This is an optimization exercise on Yosys and OpenROAD, whose aim is small area, not a production implementation. Function was checked by simulation only, so behaviour that the tests miss may differ from the original. No activity file was given, so power comes from the tool's default toggle rates.

==> design/flow/design.v <==
package readout_pkg;
    typedef logic [7:0]  byte_t;            
    typedef logic [3:0]  channel_cnt_t;     
    typedef logic [31:0] word_t;            
    typedef logic [31:0] rbcp_addr_t;       
    typedef logic [6:0]  fifo_count_t;      
    typedef logic [5:0]  budget_t;          
    typedef logic [3:0]  credit_t;          
    typedef logic [15:0] delay_cnt_t;       
    localparam int FIFO_DEPTH = 64;                     
    localparam budget_t BYTES_PER_CHANNEL = 6'd4;
    localparam delay_cnt_t READ_DELAY_CYCLES = 16'd200;
    localparam credit_t TX_CREDITS = 4'd8;              
    typedef enum logic [1:0] {
        PACER_IDLE,      
        PACER_WAIT,      
        PACER_DRAIN      
    } pacer_state_e;
endpackage
module sample_fifo (
    input  logic               CLK_200M,
    input  logic               CNT125M,
    input  logic               flush_i,       
    input  logic               wr_en_i,
    input  readout_pkg::byte_t wr_data_i,
    input  logic               rd_en_i,
    output readout_pkg::byte_t rd_data_o,     
    output logic               empty_o,
    output logic               full_o
);
    readout_pkg::byte_t                         mem [readout_pkg::FIFO_DEPTH];
    logic [$clog2(readout_pkg::FIFO_DEPTH)-1:0] wr_ptr;      
    logic [$clog2(readout_pkg::FIFO_DEPTH)-1:0] rd_ptr;
    readout_pkg::fifo_count_t                   count;       
    logic                                       wr_ok;       
    logic                                       rd_ok;       
    assign full_o  = (count == readout_pkg::fifo_count_t'(readout_pkg::FIFO_DEPTH));
    assign empty_o = (count == '0);
    assign wr_ok   = wr_en_i & ~full_o & ~flush_i;    
    assign rd_ok   = rd_en_i & ~empty_o & ~flush_i;
    always_ff @(posedge CLK_200M) begin
        if (wr_ok) begin
            mem[wr_ptr] <= wr_data_i;
        end
        if (rd_ok) begin
            rd_data_o <= mem[rd_ptr];        
        end
    end
    always_ff @(posedge CLK_200M or posedge CNT125M) begin
        if (CNT125M) begin
            wr_ptr <= '0;
            rd_ptr <= '0;
            count  <= '0;
        end else if (flush_i) begin
            wr_ptr <= '0;                    
            rd_ptr <= '0;
            count  <= '0;
        end else begin
            if (wr_ok) begin
                wr_ptr <= wr_ptr + 1'b1;
            end
            if (rd_ok) begin
                rd_ptr <= rd_ptr + 1'b1;
            end
            case ({wr_ok, rd_ok})
                2'b10:   count <= count + 1'b1;
                2'b01:   count <= count - 1'b1;
                default: count <= count;     
            endcase
        end
    end
endmodule
module readout_pacer (
    input  logic                      CLK_200M,
    input  logic                      CNT125M,
    input  logic                      tcp_open_i,        
    input  logic                      trigger_i,         
    input  readout_pkg::channel_cnt_t rd_channels_i,
    input  logic                      fifo_empty_i,
    input  readout_pkg::byte_t        fifo_data_i,       
    output logic                      fifo_rd_en_o,
    input  logic                      credit_return_i,   
    output logic                      tx_valid_o,
    output readout_pkg::byte_t        tx_data_o
);
    readout_pkg::pacer_state_e state;
    readout_pkg::delay_cnt_t   delay_cnt;    
    readout_pkg::budget_t      budget;       
    readout_pkg::credit_t      credits;      
    assign fifo_rd_en_o = (state == readout_pkg::PACER_DRAIN) &
                          (budget != '0) &
                          (credits != '0) &
                          ~fifo_empty_i;
    assign tx_data_o = fifo_data_i;          
    always_ff @(posedge CLK_200M or posedge CNT125M) begin
        if (CNT125M) begin
            state     <= readout_pkg::PACER_IDLE;
            delay_cnt <= '0;
            budget    <= '0;
        end else if (!tcp_open_i) begin
            state     <= readout_pkg::PACER_IDLE;    
            delay_cnt <= '0;
            budget    <= '0;
        end else begin
            case (state)
                readout_pkg::PACER_IDLE: begin
                    if (trigger_i) begin
                        delay_cnt <= readout_pkg::READ_DELAY_CYCLES;
                        state     <= readout_pkg::PACER_WAIT;
                    end
                end
                readout_pkg::PACER_WAIT: begin
                    if (delay_cnt == '0) begin
                        budget <= readout_pkg::BYTES_PER_CHANNEL *
                                  readout_pkg::budget_t'(rd_channels_i);
                        state  <= readout_pkg::PACER_DRAIN;
                    end else begin
                        delay_cnt <= delay_cnt - 1'b1;
                    end
                end
                readout_pkg::PACER_DRAIN: begin
                    if (budget == '0) begin
                        state <= readout_pkg::PACER_IDLE;    
                    end else if (fifo_rd_en_o) begin
                        budget <= budget - 1'b1;
                    end
                end
                default: begin
                    state <= readout_pkg::PACER_IDLE;
                end
            endcase
        end
    end
    always_ff @(posedge CLK_200M or posedge CNT125M) begin
        if (CNT125M) begin
            credits    <= readout_pkg::TX_CREDITS;
            tx_valid_o <= 1'b0;
        end else if (!tcp_open_i) begin
            credits    <= readout_pkg::TX_CREDITS;   
            tx_valid_o <= 1'b0;                      
        end else begin
            tx_valid_o <= fifo_rd_en_o;              
            case ({fifo_rd_en_o, credit_return_i})
                2'b10:   credits <= credits - 1'b1;
                2'b01:   credits <= credits + 1'b1;
                default: credits <= credits;         
            endcase
        end
    end
endmodule
module rbcp_regs (
    input  logic                    CLK_200M,
    input  logic                    CNT125M,
    input  readout_pkg::rbcp_addr_t rbcp_addr_i,
    input  readout_pkg::byte_t      rbcp_wd_i,
    input  logic                    rbcp_we_i,
    input  logic                    rbcp_re_i,
    output readout_pkg::byte_t      rbcp_rd_o,      
    output logic                    rbcp_ack_o      
);
    readout_pkg::word_t offset_reg;      
    always_ff @(posedge CLK_200M or posedge CNT125M) begin
        if (CNT125M) begin
            offset_reg <= '0;
            rbcp_ack_o <= 1'b0;
        end else begin
            if (rbcp_we_i) begin
                offset_reg <= {rbcp_addr_i[31:2], 2'b00} + {4{rbcp_wd_i}};
            end
            rbcp_ack_o <= rbcp_re_i | rbcp_we_i;
        end
    end
    always_ff @(posedge CLK_200M) begin
        rbcp_rd_o <= offset_reg[rbcp_addr_i[1:0]*8 +: 8];    
    end
endmodule
module readout_top (
    input  logic                      CLK_200M,
    input  logic                      CNT125M,
    input  logic                      sample_valid_i,
    input  readout_pkg::byte_t        sample_data_i,
    input  readout_pkg::channel_cnt_t rd_channels_i,     
    output logic                      fifo_full_o,
    input  logic                      tcp_open_i,
    input  logic                      credit_return_i,
    output logic                      tx_valid_o,
    output readout_pkg::byte_t        tx_data_o,
    input  readout_pkg::rbcp_addr_t   rbcp_addr_i,
    input  readout_pkg::byte_t        rbcp_wd_i,
    input  logic                      rbcp_we_i,
    input  logic                      rbcp_re_i,
    output readout_pkg::byte_t        rbcp_rd_o,
    output logic                      rbcp_ack_o
);
    logic               fifo_wr_en;      
    logic               fifo_flush;
    logic               fifo_rd_en;
    logic               fifo_empty;
    readout_pkg::byte_t fifo_data;
    assign fifo_wr_en = sample_valid_i & tcp_open_i;     
    assign fifo_flush = ~tcp_open_i;
    sample_fifo sample_fifo_inst (
        .CLK_200M  (CLK_200M),
        .CNT125M   (CNT125M),
        .flush_i   (fifo_flush),
        .wr_en_i   (fifo_wr_en),
        .wr_data_i (sample_data_i),
        .rd_en_i   (fifo_rd_en),
        .rd_data_o (fifo_data),
        .empty_o   (fifo_empty),
        .full_o    (fifo_full_o)
    );
    readout_pacer readout_pacer_inst (
        .CLK_200M        (CLK_200M),
        .CNT125M         (CNT125M),
        .tcp_open_i      (tcp_open_i),
        .trigger_i       (fifo_wr_en),
        .rd_channels_i   (rd_channels_i),
        .fifo_empty_i    (fifo_empty),
        .fifo_data_i     (fifo_data),
        .fifo_rd_en_o    (fifo_rd_en),
        .credit_return_i (credit_return_i),
        .tx_valid_o      (tx_valid_o),
        .tx_data_o       (tx_data_o)
    );
    rbcp_regs rbcp_regs_inst (
        .CLK_200M    (CLK_200M),
        .CNT125M     (CNT125M),
        .rbcp_addr_i (rbcp_addr_i),
        .rbcp_wd_i   (rbcp_wd_i),
        .rbcp_we_i   (rbcp_we_i),
        .rbcp_re_i   (rbcp_re_i),
        .rbcp_rd_o   (rbcp_rd_o),
        .rbcp_ack_o  (rbcp_ack_o)
    );
endmodule
==> design/flow/run.sh <==
#!/bin/bash
# synth_recipe.tcl (not shown) runs the flow's synth.tcl, then flattens the netlist and writes it again
# the make line also repeats each setting of config.mk as NAME=value (left out here)
make -C /OpenROAD-flow-scripts/flow DESIGN_CONFIG=/design/flow/config.mk WORK_HOME=/design/flow/orfs CLKGATE_MAP_FILE= SYNTH_SCRIPT=/design/flow/synth_recipe.tcl finish
==> design/flow/config.mk <==
export PLATFORM = sky130hd
export DESIGN_NAME = readout_top
export DESIGN_NICKNAME = readout_top
export VERILOG_FILES = /design/flow/design.v
export SDC_FILE = /design/flow/constraint.sdc
export NUM_CORES = 4
export LEC_CHECK = 0
export CAP_MARGIN = 20
export CORE_MARGIN = 2
export CORE_UTILIZATION = 40
export SLEW_MARGIN = 20
==> design/flow/constraint.sdc <==
create_clock -name core_clock -period 5.0 [get_ports {CLK_200M}]
set_input_delay 1.0000 -clock core_clock [delete_from_list [all_inputs] [get_ports {CLK_200M}]]
set_output_delay 1.0000 -clock core_clock [all_outputs]
set_load 0.01 [all_outputs]
==> impl_metrics.env <==
export IMPL_setup_tns_ps=0
export IMPL_htreeDepth=3
export IMPL_syn_area_sq_mm=0.02592
export IMPL_synth_edf_count=520
export IMPL_numCtsBuffers=67
export IMPL_synth_main_ff_cell="edfxtp_1"
export IMPL_vias_per_cell=5.568
export IMPL_post_cts_buffers=0
export IMPL_fin_nets=1697
export IMPL_area_growth_pct=15.78
export IMPL_synth_distinct_cells=69
export IMPL_fin_util_pct=46.72
export IMPL_worstMarginPinSlew_ps=1046
export IMPL_yosysWarnings=3
export IMPL_grt_total_usage_pct=18.12
export IMPL_cts_sinks=609
export IMPL_cts_tree="done"
export IMPL_ff_latch_area_sq_mm=0.01781
export IMPL_post_dp_hpwl_microns=37520
export IMPL_rsz0062_at_grt="false"
export IMPL_die_w_microns=258.6
export IMPL_fp_dieH_microns=258.6
export IMPL_cp_start_kind="input pin"
export IMPL_place_gp_congestion=0.8639
export IMPL_critical_path_endpoint_type="flip-flop"
export IMPL_synthMuxAreaShare_pct=15.91
export IMPL_synth_top_family_by_area="multiplexers"
export IMPL_grt_max_degree=65
export IMPL_critPathSlowestCell="nor2_1"
export IMPL_drive_gt1_share_pct=21.13
export IMPL_insertion_delay_ps=600
export IMPL_cts_hold_buf=0
export IMPL_slew_viol_final=0
export IMPL_io_buffer_count=77
export IMPL_first_iter_violations=1285
export IMPL_hold_start="rbcp_regs_inst.offset_reg[23]"
export IMPL_grt_pass1_vias=14230
export IMPL_required_ps=5220
export IMPL_final_setup_viol_count=0
export IMPL_total_power_mw=11.75
export IMPL_num_fill_cells=5462
export IMPL_critPathLaunch="tcp_open_i"
export IMPL_postSynthCellCount=1476
export IMPL_outcome="no timing/DRC/antenna violations"
export IMPL_dr_pass1_iters=4
export IMPL_rows=93
export IMPL_synth_adder_area_share_pct=2.163
export IMPL_ir_drop_mv=0.2782
export IMPL_cp_max_fo=23
export IMPL_grt_antenna_before_repair=0
export IMPL_period_share_pct=72.57
export IMPL_max_freq_mhz=275.6
export IMPL_n_antenna_cell=0
export IMPL_pre_cts_ws_ps=779.1
export IMPL_synth_xor_area_share_pct=1.352
export IMPL_synth_nets=1578
export IMPL_grt_busiest_layer="met2"
export IMPL_ys_seq_area_share_pct=68.69
export IMPL_gr_usage_met3_pct=2.856
export IMPL_clockBufferDepth=3
export IMPL_num_vias=13930
export IMPL_synth_seq_cells=609
export IMPL_wl_per_cell_microns=23.86
export IMPL_die_area_sq_mm=0.06685
export IMPL_drv_cap=0
export IMPL_crit_type="input pin to flip-flop"
export IMPL_multiInputGateArea_sq_mm=0.007729
export IMPL_crit_family="simple AND/OR/NAND/NOR gates"
export IMPL_hold_violations=0
export IMPL_syn_area_per_cell_sq_um=17.56
export IMPL_fin_ws_ps=1371
export IMPL_drc=0
export IMPL_grtUsageMet2_pct=28.65
export IMPL_timing_rr_start="readout_pacer_inst.budget[0]"
export IMPL_finalWirelength_microns=59710
export IMPL_max_stage_delay_ps=930
export IMPL_path_cells="clkdlybuf4s50_1 > buf_4 > nand4_1 > nor2_1"
export IMPL_grt_util_met1_pct=26.41
export IMPL_cts_root_buf="clkbuf_16"
export IMPL_coreArea_sq_mm=0.06423
export IMPL_power_leakage_nw=9.779
export IMPL_hp_class="flip-flop to flip-flop"
export IMPL_arrival_ps=3850
export IMPL_synthArstFlopShare_pct=13.30
export IMPL_ioPinCount=78
export IMPL_synth_compound_area_share_pct=4.325
export IMPL_period_minus_slack_ps=3629
export IMPL_ant_nets=0
export IMPL_slew_headroom_pct=30.03
export IMPL_power_density_mw_per_mm2=391.7
export IMPL_cts_resized=0
export IMPL_gr_total_overflow=0
export IMPL_start_util_pct=40.35
export IMPL_path_buf_inv=2
export IMPL_grt_pass1_wl_microns=90360
export IMPL_largest_reg_flops=512
export IMPL_synth_simple_area_share_pct=6.073
export IMPL_path_clk_slew_ps=50
export IMPL_fin_skew_ps=24.45
-- per-layer routing --
layer | share of wire [%] | wire, microns
met1 | 45 | 26900
met2 | 47 | 28300
met3 | 5.5 | 3307
met4 | 2.0 | 1196
met5 | 0 | 0
-- power by group --
group	switching [mW]	internal, mW	leakage (nW)
combinational	0.598	0.453	2.93
clock	1.98	2.93	1.07
sequential	0.127	5.67	5.78
total	2.70	9.05	9.78
-- worst paths after layout --
check,slack [ps],cells after the start,to
worst max-delay path,1370,4,sample_fifo_inst.mem[37][2]
worst min register to register,490,1,rbcp_regs_inst.offset_reg[23]
min in group asynchronous,840,2,readout_pacer_inst.delay_cnt[5]
worst max register to register,1500,16,sample_fifo_inst.count[6]
worst min-delay path,490,1,rbcp_regs_inst.offset_reg[23]
max in group asynchronous,3370,3,readout_pacer_inst.credits[3]
-- cells in the final DEF (no fill, tap or decap), types with 24 or more instances in the layout --
cell type and count:
a21oi_1 50, nor2b_1 27, buf_4 34, o21ai_1 25, clkbuf_16 69, edfxtp_1 520
nand3_1 30, ha_1 40, xnor2_1 30, dfrtp_1 77, mux4_2 170, inv_1 24
nor2_1 119, clkdlybuf4s50_1 69, nand2_1 59
-- metrics by stage --
| stage | hold WS [ps] | instances | cell area [sq um] |
|---|---|---|---|
| floorplan | 446.6 | 1476 | 25920 |
| global placement | 470.8 | 2380 | 27770 |
| detailed placement | 474.1 | 2381 | 27790 |
| CTS | 485.9 | 2502 | 30010 |
| global route | 506.8 | 2502 | 30010 |
| finish | 485.7 | 2502 | 30010 |
-- Yosys cell counts (11+ instances only) --
| master | n | share of area [%] |
|---|---|---|
| o21ai_0 | 17 | 0.33 |
| mux4_2 | 170 | 15 |
| o21ai_1 | 25 | 0.48 |
| nand4_1 | 15 | 0.36 |
| nor2_1 | 119 | 1.7 |
| nand3_1 | 30 | 0.58 |
| xnor2_1 | 30 | 1.0 |
| a21oi_1 | 50 | 0.97 |
| nand2_1 | 59 | 0.85 |
| nor3_1 | 13 | 0.25 |
| mux2_2 | 19 | 0.83 |
| clkbuf_1 | 39 | 0.56 |
| ha_1 | 40 | 1.9 |
| and2_1 | 18 | 0.43 |
| edfxtp_1 | 520 | 60 |
| dfrtp_1 | 80 | 7.7 |
| a21o_1 | 11 | 0.32 |
| inv_1 | 25 | 0.36 |
| buf_2 | 15 | 0.29 |
| nor2b_1 | 27 | 0.65 |
-- area by class of cell --
type,instances,share of cell area [%]
Timing Repair Buffer,114,3.636
Clock inverter,36,1.217
Clock buffer,85,6.154
Multi-Input combinational cell,778,25.75
Inverter,25,0.3169
Tap cell,855,3.565
Sequential cell,609,59.36
-- kinds of logic (layout without fill, tap and decap cells) --
group,Yosys count,in the layout
mux,197,197
compound gates,176,176
fa+ha+maj,43,43
simple gates,322,322
xor+xnor,40,40
buf+inv,89,260
flops,609,609
-- worst reg2reg max path, stage by stage (launching register included) --
cell and delay, ps:
dfrtp_1 390, inv_1 90, ha_1 220, nand2_1 90, o31ai_1 350, nor3_2 60, buf_4 210, and3_1 280
fa_1 480, a21o_1 170, a21oi_1 220, nor2b_1 70, o21ai_0 230, nand4_1 120, a21boi_1 150, xnor2_1 120
and2_1 150

## what the ideal ports hide
The results above use ideal ports. As a check the final layout listed here was re-extracted and re-timed, cells and wires unchanged.
Step 1 (the two cells are an assumption about what drives the block):
set clk [get_ports {CLK_200M}]
set_driving_cell -lib_cell sky130_fd_sc_hd__clkbuf_16 $clk
set_driving_cell -lib_cell sky130_fd_sc_hd__buf_2 [delete_from_list [all_inputs] $clk]
Step 2 moves the port delays by t, midway between the first and last clock arrival at a register: inputs arrive t later, outputs are due t later. That takes back most of the time a late clock gives input paths.
Slacks: ideal / step 1 / step 2; pairs: ideal / step 1.
t (ns): 0.651
setup WS [ns]: 1.371 / 1.410 / 0.758
slew at the worst register clock pin (ns): 0.06 / 0.06
After both steps this run still meets setup and hold. For this run, drivers alone change the setup slack by +0.039 ns; drivers and shift together by -0.613 ns.
